This is an optimization exercise on Yosys and OpenROAD, whose aim is small area, a short achievable clock period and few clock cycles, not a production implementation.
Function was checked by simulation only, so behaviour that the tests miss may differ from the original.
Power is estimated from default activity; no workload was simulated.

==> zinc: inputs <==
==> flow/design.v <==
`default_nettype none
package tetris_pkg;
    localparam int BOARD_W     = 6;
    localparam int BOARD_H     = 12;
    localparam int BOARD_H_EXT = 16;
    typedef logic [2:0] shape_t;
    typedef logic [2:0] col_t;
    typedef logic [3:0] row_t;
    typedef logic [3:0] score_t;
    typedef logic [4:0] count_t;
    typedef logic [BOARD_W*BOARD_H-1:0]     board_t;
    typedef logic [BOARD_W*BOARD_H_EXT-1:0] ext_board_t;
    typedef row_t [BOARD_W-1:0]             heights_t;
    localparam count_t PIECES_PER_GAME = 5'd16;
    localparam shape_t SHAPE_SQUARE = 3'd0;
    localparam shape_t SHAPE_BAR_V  = 3'd1;
    localparam shape_t SHAPE_BAR_H  = 3'd2;
    localparam shape_t SHAPE_J_UP   = 3'd3;
    localparam shape_t SHAPE_L_FLAT = 3'd4;
    localparam shape_t SHAPE_L_UP   = 3'd5;
    localparam shape_t SHAPE_S_V    = 3'd6;
    localparam shape_t SHAPE_Z_FLAT = 3'd7;
    typedef enum logic [2:0] {
        st_idle   = 3'b000,
        st_place  = 3'b001,
        st_clear  = 3'b100,
        st_report = 3'b011,
        st_fail   = 3'b101,
        st_over   = 3'b111
    } game_state_t;
endpackage
`default_nettype wire
`timescale 1ns/1ns
`default_nettype none
module tetris_top (
    input  logic   clk,
    input  logic   rst_n,
    input  logic   in_valid,
    input  tetris_pkg::shape_t tetrominoes,
    input  tetris_pkg::col_t   position,
    output logic   score_valid,
    output tetris_pkg::score_t score,
    output logic   fail,
    output logic   tetris_valid,
    output tetris_pkg::board_t tetris
);
    localparam int W  = 6;
    localparam int H  = 12;
    logic [W*H-1:0] board_q;     
    logic           busy_q;      
    logic           clr_q;       
    logic [3:0]     count_q;     
    logic [3:0]     score_q;
    logic [3:0]     bt_q;        
    logic [2:0]     shape_q;
    logic [2:0]     col_q;
    logic [3:0]     pany_q;      
    logic [W*H-1:0] sky;
    always_comb begin
        for (int c = 0; c < W; c++) begin
            sky[c*H + H-1] = board_q[(H-1)*W + c];
            for (int y = H-2; y >= 0; y--)
                sky[c*H + y] = sky[c*H + y+1] | board_q[y*W + c];
        end
    end
    logic [7:0] pd;      
    logic [7:0] sd;      
    always_comb begin
        for (int i = 0; i < 8; i++) begin
            pd[i] = (position == 3'(i)) & ~clr_q;
            sd[i] = (tetrominoes == 3'(i));
        end
    end
    logic [W-1:0] lc0, lc1, lc2;
    always_comb begin
        for (int c = 0; c < W; c++) begin
            lc2[c] = pd[c] & sd[3];
            lc1[c] = pd[c] & sd[6];
            lc0[c] = pd[c] & ~sd[3] & ~sd[6];
            if (c >= 1) begin
                lc1[c] = lc1[c] | pd[c-1] & sd[4];
                lc0[c] = lc0[c] | pd[c-1] & ~sd[4] & ~sd[1];
            end
            if (c >= 2) begin
                lc1[c] = lc1[c] | pd[c-2] & (sd[4] | sd[7]);
                lc0[c] = lc0[c] | pd[c-2] & sd[2];
            end
            if (c >= 3)
                lc0[c] = lc0[c] | pd[c-3] & sd[2];
        end
    end
    logic [12:0] tb;
    always_comb begin
        for (int x = 0; x < 13; x++) begin
            tb[x] = 1'b0;
            for (int c = 0; c < W; c++) begin
                if (x < H)     tb[x] = tb[x] | lc0[c] & sky[c*H + ((x < H) ? x : 0)];
                if (x + 1 < H) tb[x] = tb[x] | lc1[c] & sky[c*H + ((x + 1 < H) ? x + 1 : 0)];
                if (x + 2 < H) tb[x] = tb[x] | lc2[c] & sky[c*H + ((x + 2 < H) ? x + 2 : 0)];
            end
        end
    end
    function automatic logic [4*W-1:0] shape_rows(input logic [2:0] s, input logic [2:0] c);
        logic [4*W-1:0] p;
        case (s)
            3'd0: p = {6'b000000, 6'b000000, 6'b000011, 6'b000011};
            3'd1: p = {6'b000001, 6'b000001, 6'b000001, 6'b000001};
            3'd2: p = {6'b000000, 6'b000000, 6'b000000, 6'b001111};
            3'd3: p = {6'b000000, 6'b000011, 6'b000010, 6'b000010};
            3'd4: p = {6'b000000, 6'b000000, 6'b000111, 6'b000001};
            3'd5: p = {6'b000000, 6'b000001, 6'b000001, 6'b000011};
            3'd6: p = {6'b000000, 6'b000001, 6'b000011, 6'b000010};
            default: p = {6'b000000, 6'b000000, 6'b000110, 6'b000011};
        endcase
        for (int i = 0; i < 4; i++)
            shape_rows[6*i +: 6] = p[6*i +: 6] << c;
    endfunction
    logic           accept;
    logic [4*W-1:0] pin;         
    logic [12:0]    bd;          
    logic [W*H-1:0] mask;        
    always_comb begin
        accept = in_valid & ~busy_q;
        pin = shape_rows(tetrominoes, position) & {4*W{accept}};
        bd[0] = ~tb[0];
        for (int x = 1; x < 13; x++)
            bd[x] = tb[x-1] & ~tb[x];
        for (int r = 0; r < H; r++) begin
            mask[r*W +: W] = '0;
            for (int i = 0; i < 4; i++)
                if (r - i >= 0)
                    mask[r*W +: W] = mask[r*W +: W] | (bd[r-i] ? pin[6*i +: 6] : 6'd0);
        end
    end
    logic [4*W-1:0] pq;
    logic [3:0]     pany;
    logic [3:0]     bx;          
    logic [W-1:0]   row12;
    logic           ext13;
    always_comb begin
        pq = shape_rows(shape_q, col_q);
        pany = pany_q;
        bx[0] = bt_q[0] & ~bt_q[1];
        bx[1] = bt_q[1] & ~bt_q[2];
        bx[2] = bt_q[2] & ~bt_q[3];
        bx[3] = bt_q[3];
        row12 = '0;
        for (int i = 0; i < 4; i++)
            row12 = row12 | (bx[3-i] ? pq[6*i +: 6] : 6'd0);
        ext13 = bx[3] & (pany[1] | pany[2] | pany[3]) |
                bx[2] & (pany[2] | pany[3]) |
                bx[1] & pany[3];
    end
    logic [W*(H+1)-1:0] mrg;     
    always_comb begin
        mrg[W*H-1:0] = board_q & {W*H{~clr_q}};
        mrg[W*H +: W] = busy_q ? row12 : 6'd0;
    end
    logic [H-1:0] full;
    logic [H-1:0] up;
    logic         any_full, multi;
    always_comb begin
        for (int r = 0; r < H; r++)
            full[r] = &board_q[r*W +: W];
        up[0] = full[0];
        for (int r = 1; r < H; r++)
            up[r] = up[r-1] | full[r];
        any_full = |full;
        multi = 1'b0;
        for (int r = 1; r < H; r++)
            for (int d = 1; d <= 3; d++)
                if (r - d >= 0)
                    multi = multi | (full[r] & full[(r - d >= 0) ? r-d : 0]);
    end
    logic ext0, over, rep, last, gend;
    always_comb begin
        ext0 = ext13 | (|row12);
        rep  = busy_q & ~multi;
        over = rep & (any_full ? ext13 : ext0);
        last = rep & (count_q == 4'd15);
        gend = over | last;
    end
    logic [W*H-1:0] nb;
    always_comb begin
        for (int j = 0; j < H; j++)
            nb[j*W +: W] = up[j] ? mrg[(j+1)*W +: W] : mrg[j*W +: W];
    end
    always_ff @(posedge clk or negedge rst_n) begin
        if (!rst_n) begin
            busy_q  <= 1'b0;
            clr_q   <= 1'b1;
            count_q <= '0;
            score_q <= '0;
        end else begin
            busy_q  <= busy_q ? multi : in_valid;
            clr_q   <= gend;
            if (rep) begin
                count_q <= gend ? 4'd0 : count_q + 4'd1;
                score_q <= gend ? 4'd0 : score_q + 4'(any_full);
            end else if (busy_q) begin
                score_q <= score_q + 4'd1;
            end
        end
    end
    always_ff @(posedge clk)
        board_q <= nb | mask;
    always_ff @(posedge clk) begin
        if (busy_q) begin
            bt_q    <= {1'b0, bt_q[3:1]};
        end else begin
            bt_q    <= tb[11:8];
            shape_q <= tetrominoes;
            pany_q  <= {sd[1], sd[1] | sd[3] | sd[5] | sd[6], ~sd[2], 1'b1};
            col_q   <= position;
        end
    end
    assign score_valid  = rep;
    assign score        = rep ? score_q + 4'(any_full) : 4'd0;
    assign fail         = over;
    assign tetris_valid = gend;
    assign tetris       = gend ? nb : '0;
endmodule
`default_nettype wire
==> flow/flow/run.sh <==
#!/bin/bash
set -euo pipefail
MARGIN=6
rm -rf scripts_abc
cp -r "$FLOW_HOME/scripts" scripts_abc
cp flow/abc_area.script scripts_abc/abc_area.script
bash standard.sh "SCRIPTS_DIR=$PWD/scripts_abc" \
    "BUFFER_PORTS_ARGS=-buffer_cell sky130_fd_sc_hd__buf_2" \
    SETUP_SLACK_MARGIN=$MARGIN finish > flow.log 2>&1
==> flow/flow/abc_area.script <==
strash
dc2
&get -n
&dch -f
&nf
&put
buffer -c
topo
stime -c
upsize -c
dnsize -c
==> flow/standard.sh <==
#!/bin/bash
# synth_recipe.tcl (not shown) runs the flow's synth.tcl, then flattens the netlist and writes it again
# the make line also repeats each setting of config.mk as NAME=value (left out here)
make -C /OpenROAD-flow-scripts/flow DESIGN_CONFIG=/design/flow/config.mk WORK_HOME=/design/flow/orfs CLKGATE_MAP_FILE= SYNTH_SCRIPT=/design/flow/synth_recipe.tcl "${@:-finish}"
==> flow/config.mk <==
export PLATFORM = sky130hd
export DESIGN_NAME = tetris_top
export DESIGN_NICKNAME = tetris_top
export VERILOG_FILES = /design/flow/design.v
export SDC_FILE = /design/flow/constraint.sdc
export NUM_CORES = 4
export LEC_CHECK = 0
export ABC_AREA = 1
export CAP_MARGIN = 20
export CORE_MARGIN = 2
export CORE_UTILIZATION = 30
export CTS_BUF_LIST = sky130_fd_sc_hd__clkbuf_4 sky130_fd_sc_hd__clkbuf_8
export SETUP_SLACK_MARGIN = 5
export SLEW_MARGIN = 20
==> flow/constraint.sdc <==
create_clock -name core_clock -period 12.0 [get_ports {clk}]
set_input_delay 2.4000 -clock core_clock [delete_from_list [all_inputs] [get_ports {clk}]]
set_output_delay 2.4000 -clock core_clock [all_outputs]
set_load 0.01 [all_outputs]
==> inputs of sierra, as changes to zinc <==
--- a/flow/flow/run.sh
+++ b/flow/flow/run.sh
@@ -1,5 +1,5 @@
 #!/bin/bash
 set -euo pipefail
-MARGIN=6
+MARGIN=5
 rm -rf scripts_abc
 cp -r "$FLOW_HOME/scripts" scripts_abc
==> flow/flow/abc_area.script (replaced) <==
strash
dc2
balance
rewrite
refactor
balance
rewrite
rewrite -z
balance
refactor -z
rewrite -z
balance
dc2
&get -n
&dch -f
&nf
&put
buffer -c
topo
stime -c
upsize -c
dnsize -c
--- a/flow/config.mk
+++ b/flow/config.mk
@@ -9,6 +9,5 @@
 export CAP_MARGIN = 20
 export CORE_MARGIN = 2
-export CORE_UTILIZATION = 30
-export CTS_BUF_LIST = sky130_fd_sc_hd__clkbuf_4 sky130_fd_sc_hd__clkbuf_8
+export CORE_UTILIZATION = 45
 export SETUP_SLACK_MARGIN = 5
 export SLEW_MARGIN = 20
==> inputs of indigo, as changes to zinc <==
==> flow/design.v, changed modules only <==
module tetris_top (
    input  logic   clk,
    input  logic   rst_n,
    input  logic   in_valid,
    input  tetris_pkg::shape_t tetrominoes,
    input  tetris_pkg::col_t   position,
    output logic   score_valid,
    output tetris_pkg::score_t score,
    output logic   fail,
    output logic   tetris_valid,
    output tetris_pkg::board_t tetris
);
    localparam int W  = 6;
    localparam int H  = 12;
    logic [W*H-1:0] board_q;     
    logic           busy_q;      
    logic           clr_q;       
    logic [3:0]     count_q;     
    logic [3:0]     score_q;
    logic [3:0]     bt_q;        
    logic [2:0]     shape_q;
    logic [2:0]     col_q;
    logic [W*H-1:0] sky;
    always_comb begin
        for (int c = 0; c < W; c++) begin
            sky[c*H + H-1] = board_q[(H-1)*W + c];
            for (int y = H-2; y >= 0; y--)
                sky[c*H + y] = sky[c*H + y+1] | board_q[y*W + c];
        end
    end
    logic [7:0] pd;      
    logic [7:0] sd;      
    always_comb begin
        for (int i = 0; i < 8; i++) begin
            pd[i] = (position == 3'(i)) & ~clr_q;
            sd[i] = (tetrominoes == 3'(i));
        end
    end
    logic [16*4-1:0] ws;
    always_comb begin
        ws = '0;
        for (int k = 0; k < 4; k++)
            for (int c = k; c < W; c++)
                ws[16*k +: H] = ws[16*k +: H] | (pd[c-k] ? sky[c*H +: H] : '0);
    end
    logic [12:0] tb;
    always_comb begin
        logic a0, a1, a2, a3;
        for (int x = 0; x < 13; x++) begin
            a0 = sd[3] ? ws[16*0 + x + 2] : sd[6] ? ws[16*0 + x + 1] : ws[16*0 + x];
            a1 = sd[4] ? ws[16*1 + x + 1] : sd[1] ? 1'b0 : ws[16*1 + x];
            a2 = (sd[4] | sd[7]) ? ws[16*2 + x + 1] : sd[2] ? ws[16*2 + x] : 1'b0;
            a3 = sd[2] & ws[16*3 + x];
            tb[x] = a0 | a1 | a2 | a3;
        end
    end
    function automatic logic [4*W-1:0] shape_rows(input logic [2:0] s, input logic [2:0] c);
        logic [4*W-1:0] p;
        case (s)
            3'd0: p = {6'b000000, 6'b000000, 6'b000011, 6'b000011};
            3'd1: p = {6'b000001, 6'b000001, 6'b000001, 6'b000001};
            3'd2: p = {6'b000000, 6'b000000, 6'b000000, 6'b001111};
            3'd3: p = {6'b000000, 6'b000011, 6'b000010, 6'b000010};
            3'd4: p = {6'b000000, 6'b000000, 6'b000111, 6'b000001};
            3'd5: p = {6'b000000, 6'b000001, 6'b000001, 6'b000011};
            3'd6: p = {6'b000000, 6'b000001, 6'b000011, 6'b000010};
            default: p = {6'b000000, 6'b000000, 6'b000110, 6'b000011};
        endcase
        for (int i = 0; i < 4; i++)
            shape_rows[6*i +: 6] = p[6*i +: 6] << c;
    endfunction
    logic           accept;
    logic [4*W-1:0] pin;         
    logic [12:0]    bd;          
    logic [W*H-1:0] mask;        
    always_comb begin
        accept = in_valid & ~busy_q;
        pin = shape_rows(tetrominoes, position) & {4*W{accept}};
        bd[0] = ~tb[0];
        for (int x = 1; x < 13; x++)
            bd[x] = tb[x-1] & ~tb[x];
        for (int r = 0; r < H; r++) begin
            mask[r*W +: W] = '0;
            for (int i = 0; i < 4; i++)
                if (r - i >= 0)
                    mask[r*W +: W] = mask[r*W +: W] | (bd[r-i] ? pin[6*i +: 6] : 6'd0);
        end
    end
    logic [4*W-1:0] pq;
    logic [3:0]     pany;
    logic [3:0]     bx;          
    logic [W-1:0]   row12;
    logic           ext13;
    always_comb begin
        pq = shape_rows(shape_q, col_q);
        for (int i = 0; i < 4; i++) pany[i] = |pq[6*i +: 6];
        bx[0] = bt_q[0] & ~bt_q[1];
        bx[1] = bt_q[1] & ~bt_q[2];
        bx[2] = bt_q[2] & ~bt_q[3];
        bx[3] = bt_q[3];
        row12 = '0;
        for (int i = 0; i < 4; i++)
            row12 = row12 | (bx[3-i] ? pq[6*i +: 6] : 6'd0);
        ext13 = bx[3] & (pany[1] | pany[2] | pany[3]) |
                bx[2] & (pany[2] | pany[3]) |
                bx[1] & pany[3];
    end
    logic [W*(H+1)-1:0] mrg;     
    always_comb begin
        mrg[W*H-1:0] = board_q & {W*H{~clr_q}};
        mrg[W*H +: W] = busy_q ? row12 : 6'd0;
    end
    logic [H-1:0] full;
    logic [H-1:0] up;
    logic         any_full, multi;
    always_comb begin
        for (int r = 0; r < H; r++)
            full[r] = &mrg[r*W +: W];
        up[0] = full[0];
        for (int r = 1; r < H; r++)
            up[r] = up[r-1] | full[r];
        any_full = |full;
        multi = 1'b0;
        for (int r = 1; r < H; r++)
            for (int d = 1; d <= 3; d++)
                if (r - d >= 0)
                    multi = multi | (full[r] & full[(r - d >= 0) ? r-d : 0]);
    end
    logic ext0, over, rep, last, gend;
    always_comb begin
        ext0 = ext13 | (|row12);
        rep  = busy_q & ~multi;
        over = rep & (any_full ? ext13 : ext0);
        last = rep & (count_q == 4'd15);
        gend = over | last;
    end
    logic [W*H-1:0] nb;
    always_comb begin
        for (int j = 0; j < H; j++)
            nb[j*W +: W] = up[j] ? mrg[(j+1)*W +: W] : mrg[j*W +: W];
    end
    always_ff @(posedge clk or negedge rst_n) begin
        if (!rst_n) begin
            busy_q  <= 1'b0;
            clr_q   <= 1'b1;
            count_q <= '0;
            score_q <= '0;
        end else begin
            busy_q  <= busy_q ? multi : in_valid;
            clr_q   <= gend;
            if (rep) begin
                count_q <= gend ? 4'd0 : count_q + 4'd1;
                score_q <= gend ? 4'd0 : score_q + 4'(any_full);
            end else if (busy_q) begin
                score_q <= score_q + 4'd1;
            end
        end
    end
    always_ff @(posedge clk)
        board_q <= nb | mask;
    always_ff @(posedge clk) begin
        if (busy_q) begin
            bt_q    <= {1'b0, bt_q[3:1]};
        end else begin
            bt_q    <= tb[11:8];
            shape_q <= tetrominoes;
            col_q   <= position;
        end
    end
    assign score_valid  = rep;
    assign score        = rep ? score_q + 4'(any_full) : 4'd0;
    assign fail         = over;
    assign tetris_valid = gend;
    assign tetris       = gend ? nb : '0;
endmodule
==> flow/flow/run.sh (replaced) <==
#!/bin/bash
# The standard layout (standard.sh, standard synthesis unchanged), with
# one change: the port buffers are plain buf_2 cells instead of the delay
# buffers that buffer_ports picks by default. Every port still gets a buffer.
# make's full output goes to flow.log; ORFS keeps each step's log in orfs/logs.
set -euo pipefail
bash standard.sh "BUFFER_PORTS_ARGS=-buffer_cell sky130_fd_sc_hd__buf_2" finish > flow.log 2>&1
--- a/flow/config.mk
+++ b/flow/config.mk
@@ -6,9 +6,7 @@
 export NUM_CORES = 4
 export LEC_CHECK = 0
-export ABC_AREA = 1
 export CAP_MARGIN = 20
 export CORE_MARGIN = 2
 export CORE_UTILIZATION = 30
-export CTS_BUF_LIST = sky130_fd_sc_hd__clkbuf_4 sky130_fd_sc_hd__clkbuf_8
 export SETUP_SLACK_MARGIN = 5
 export SLEW_MARGIN = 20
removed: flow/flow/abc_area.script
==> inputs of lagoon, as changes to zinc <==
==> flow/design.v, changed modules only <==
module tetris_top (
    input  logic   clk,
    input  logic   rst_n,
    input  logic   in_valid,
    input  tetris_pkg::shape_t tetrominoes,
    input  tetris_pkg::col_t   position,
    output logic   score_valid,
    output tetris_pkg::score_t score,
    output logic   fail,
    output logic   tetris_valid,
    output tetris_pkg::board_t tetris
);
    localparam int W  = 6;
    localparam int H  = 12;
    logic [W*H-1:0] board_q;     
    logic           busy_q;      
    logic           clr_q;       
    logic [3:0]     count_q;     
    logic [3:0]     score_q;
    logic [3:0]     bt_q;        
    logic [2:0]     shape_q;
    logic [2:0]     col_q;
    logic [W*H-1:0] sky;
    always_comb begin
        for (int c = 0; c < W; c++) begin
            sky[c*H + H-1] = board_q[(H-1)*W + c];
            for (int y = H-2; y >= 0; y--)
                sky[c*H + y] = sky[c*H + y+1] | board_q[y*W + c];
        end
    end
    logic [7:0] pd;      
    logic [7:0] sd;      
    always_comb begin
        for (int i = 0; i < 8; i++) begin
            pd[i] = (position == 3'(i)) & ~clr_q;
            sd[i] = (tetrominoes == 3'(i));
        end
    end
    logic [16*4-1:0] ws;
    always_comb begin
        ws = '0;
        for (int k = 0; k < 4; k++)
            for (int c = k; c < W; c++)
                ws[16*k +: H] = ws[16*k +: H] | (pd[c-k] ? sky[c*H +: H] : '0);
    end
    logic [12:0] tb;
    always_comb begin
        logic a0, a1, a2, a3;
        for (int x = 0; x < 13; x++) begin
            a0 = sd[3] ? ws[16*0 + x + 2] : sd[6] ? ws[16*0 + x + 1] : ws[16*0 + x];
            a1 = sd[4] ? ws[16*1 + x + 1] : sd[1] ? 1'b0 : ws[16*1 + x];
            a2 = (sd[4] | sd[7]) ? ws[16*2 + x + 1] : sd[2] ? ws[16*2 + x] : 1'b0;
            a3 = sd[2] & ws[16*3 + x];
            tb[x] = a0 | a1 | a2 | a3;
        end
    end
    function automatic logic [4*W-1:0] shape_rows(input logic [2:0] s, input logic [2:0] c);
        logic [4*W-1:0] p;
        case (s)
            3'd0: p = {6'b000000, 6'b000000, 6'b000011, 6'b000011};
            3'd1: p = {6'b000001, 6'b000001, 6'b000001, 6'b000001};
            3'd2: p = {6'b000000, 6'b000000, 6'b000000, 6'b001111};
            3'd3: p = {6'b000000, 6'b000011, 6'b000010, 6'b000010};
            3'd4: p = {6'b000000, 6'b000000, 6'b000111, 6'b000001};
            3'd5: p = {6'b000000, 6'b000001, 6'b000001, 6'b000011};
            3'd6: p = {6'b000000, 6'b000001, 6'b000011, 6'b000010};
            default: p = {6'b000000, 6'b000000, 6'b000110, 6'b000011};
        endcase
        for (int i = 0; i < 4; i++)
            shape_rows[6*i +: 6] = p[6*i +: 6] << c;
    endfunction
    logic           accept;
    logic [4*W-1:0] pin;         
    logic [12:0]    bd;          
    logic [W*H-1:0] mask;        
    always_comb begin
        accept = in_valid & ~busy_q;
        pin = shape_rows(tetrominoes, position) & {4*W{accept}};
        bd[0] = ~tb[0];
        for (int x = 1; x < 13; x++)
            bd[x] = tb[x-1] & ~tb[x];
        for (int r = 0; r < H; r++) begin
            mask[r*W +: W] = '0;
            for (int i = 0; i < 4; i++)
                if (r - i >= 0)
                    mask[r*W +: W] = mask[r*W +: W] | (bd[r-i] ? pin[6*i +: 6] : 6'd0);
        end
    end
    logic [4*W-1:0] pq;
    logic [3:0]     pany;
    logic [3:0]     bx;          
    logic [W-1:0]   row12;
    logic           ext13;
    always_comb begin
        pq = shape_rows(shape_q, col_q);
        for (int i = 0; i < 4; i++) pany[i] = |pq[6*i +: 6];
        bx[0] = bt_q[0] & ~bt_q[1];
        bx[1] = bt_q[1] & ~bt_q[2];
        bx[2] = bt_q[2] & ~bt_q[3];
        bx[3] = bt_q[3];
        row12 = '0;
        for (int i = 0; i < 4; i++)
            row12 = row12 | (bx[3-i] ? pq[6*i +: 6] : 6'd0);
        ext13 = bx[3] & (pany[1] | pany[2] | pany[3]) |
                bx[2] & (pany[2] | pany[3]) |
                bx[1] & pany[3];
    end
    logic [W*(H+1)-1:0] mrg;     
    always_comb begin
        mrg[W*H-1:0] = board_q & {W*H{~clr_q}};
        mrg[W*H +: W] = busy_q ? row12 : 6'd0;
    end
    logic [H-1:0] full;
    logic [H-1:0] up;
    logic         any_full, multi;
    always_comb begin
        for (int r = 0; r < H; r++)
            full[r] = &mrg[r*W +: W];
        up[0] = full[0];
        for (int r = 1; r < H; r++)
            up[r] = up[r-1] | full[r];
        any_full = |full;
        multi = 1'b0;
        for (int r = 1; r < H; r++)
            for (int d = 1; d <= 3; d++)
                if (r - d >= 0)
                    multi = multi | (full[r] & full[(r - d >= 0) ? r-d : 0]);
    end
    logic ext0, over, rep, last, gend;
    always_comb begin
        ext0 = ext13 | (|row12);
        rep  = busy_q & ~multi;
        over = rep & (any_full ? ext13 : ext0);
        last = rep & (count_q == 4'd15);
        gend = over | last;
    end
    logic [W*H-1:0] nb;
    always_comb begin
        for (int j = 0; j < H; j++)
            nb[j*W +: W] = up[j] ? mrg[(j+1)*W +: W] : mrg[j*W +: W];
    end
    always_ff @(posedge clk or negedge rst_n) begin
        if (!rst_n) begin
            busy_q  <= 1'b0;
            clr_q   <= 1'b1;
            count_q <= '0;
            score_q <= '0;
        end else begin
            busy_q  <= busy_q ? multi : in_valid;
            clr_q   <= gend;
            if (rep) begin
                count_q <= gend ? 4'd0 : count_q + 4'd1;
                score_q <= gend ? 4'd0 : score_q + 4'(any_full);
            end else if (busy_q) begin
                score_q <= score_q + 4'd1;
            end
        end
    end
    always_ff @(posedge clk)
        board_q <= nb | mask;
    always_ff @(posedge clk) begin
        if (busy_q) begin
            bt_q    <= {1'b0, bt_q[3:1]};
        end else begin
            bt_q    <= tb[11:8];
            shape_q <= tetrominoes;
            col_q   <= position;
        end
    end
    assign score_valid  = rep;
    assign score        = rep ? score_q + 4'(any_full) : 4'd0;
    assign fail         = over;
    assign tetris_valid = gend;
    assign tetris       = gend ? nb : '0;
endmodule
==> flow/run.sh (new file) <==
#!/bin/bash
# synth_recipe.tcl (not shown) runs the flow's synth.tcl, then flattens the netlist and writes it again
# the make line also repeats each setting of config.mk as NAME=value (left out here)
make -C /OpenROAD-flow-scripts/flow DESIGN_CONFIG=/design/flow/config.mk WORK_HOME=/design/flow/orfs CLKGATE_MAP_FILE= SYNTH_SCRIPT=/design/flow/synth_recipe.tcl finish
==> flow/config.mk (replaced) <==
export PLATFORM = sky130hd
export DESIGN_NAME = tetris_top
export DESIGN_NICKNAME = tetris_top
export VERILOG_FILES = /design/flow/design.v
export SDC_FILE = /design/flow/constraint.sdc
export NUM_CORES = 4
export LEC_CHECK = 0
export CAP_MARGIN = 20
export CORE_MARGIN = 2
export CORE_UTILIZATION = 30
export SLEW_MARGIN = 20
removed: flow/flow/run.sh
removed: flow/flow/abc_area.script
removed: flow/standard.sh
==> notes <==
Between indigo and sierra, the lower maximum frequency is in indigo (gap 2.4%, measured against sierra). Total power: zinc is higher than sierra (about 23%). Combinational power, lowest first: sierra, zinc, indigo, lagoon. Wire length: lagoon > indigo > zinc > sierra. Against indigo, the final cell count of zinc is lower by 11%.
==> figures <==
| item | zinc | lagoon | indigo | sierra |
|---|---|---|---|---|
| Unique cell type count in the Yosys netlist | 87 | 91 | 91 | 80 |
| Transition at the pin with the smallest max-transition slack | 1090 ps | 1250 ps | 1220 ps | 1200 ps |
| Status | no timing/DRC/antenna violations | no timing/DRC/antenna violations | no timing/DRC/antenna violations | no timing/DRC/antenna violations |
| Post-detailed-route via-to-cell ratio | 6.62 | 6.69 | 6.74 | 7.06 |
| Die area | 0.0302 sq mm | 0.0347 sq mm | 0.0347 sq mm | 0.0201 sq mm |
| Simple-Gate Fraction of Synth Area | 0.343 | 0.314 | 0.314 | 0.363 |
| Met3 Resource Use GR | 0.0564 | 0.0582 | 0.0646 | 0.123 |
| Sequential logic power | 0.667 mW | 0.757 mW | 0.751 mW | 0.604 mW |
| Combinational Power Share | 0.659 | 0.647 | 0.635 | 0.574 |
| Clock buf count | 10 | 13 | 11 | 12 |
| Clock share of power | 0.096 | 0.102 | 0.113 | 0.152 |
Testbench counts of zinc, summed over its fixed seeds: cycles 6,465.
Testbench counts of sierra, summed over its fixed seeds: cycles 6,465.
Testbench counts of indigo, summed over its fixed seeds: cycles 6,465.
Testbench counts of lagoon, summed over its fixed seeds: cycles 6,465.

==> afterwards: timing with drivers on the ports <==
Ports are ideal in the flow. The routed layouts listed here were re-timed in OpenROAD. Step 1, drivers: a clkbuf_16 drives clk and a buf_2 each remaining input, both assumed. Step 2 times the ports against the registers' clock, not the clock port: input delays grow and output delays shrink by t, the midpoint of the rising clock arrivals with the driver on. Three values: ideal ports, drivers, drivers and shift; two values: the first two.
| run | t (ns) | setup slack, ns | worst slew at a driven data input, ns |
|---|---|---|---|
| zinc | 0.441 | 6.078 / 6.038 / 5.692 | 0.05 |
| sierra | 0.405 | 5.506 / 5.460 / 5.654 | 0.03 |
| indigo | 0.408 | 5.345 / 5.299 / 5.063 | 0.07 |
| lagoon | 0.415 | 4.242 / 4.195 / 4.543 | 0.06 |
After both steps every run listed still meets setup and hold. The setup slack of zinc, which loses most, moves by -0.040 ns with the drivers and by -0.386 ns with both steps.
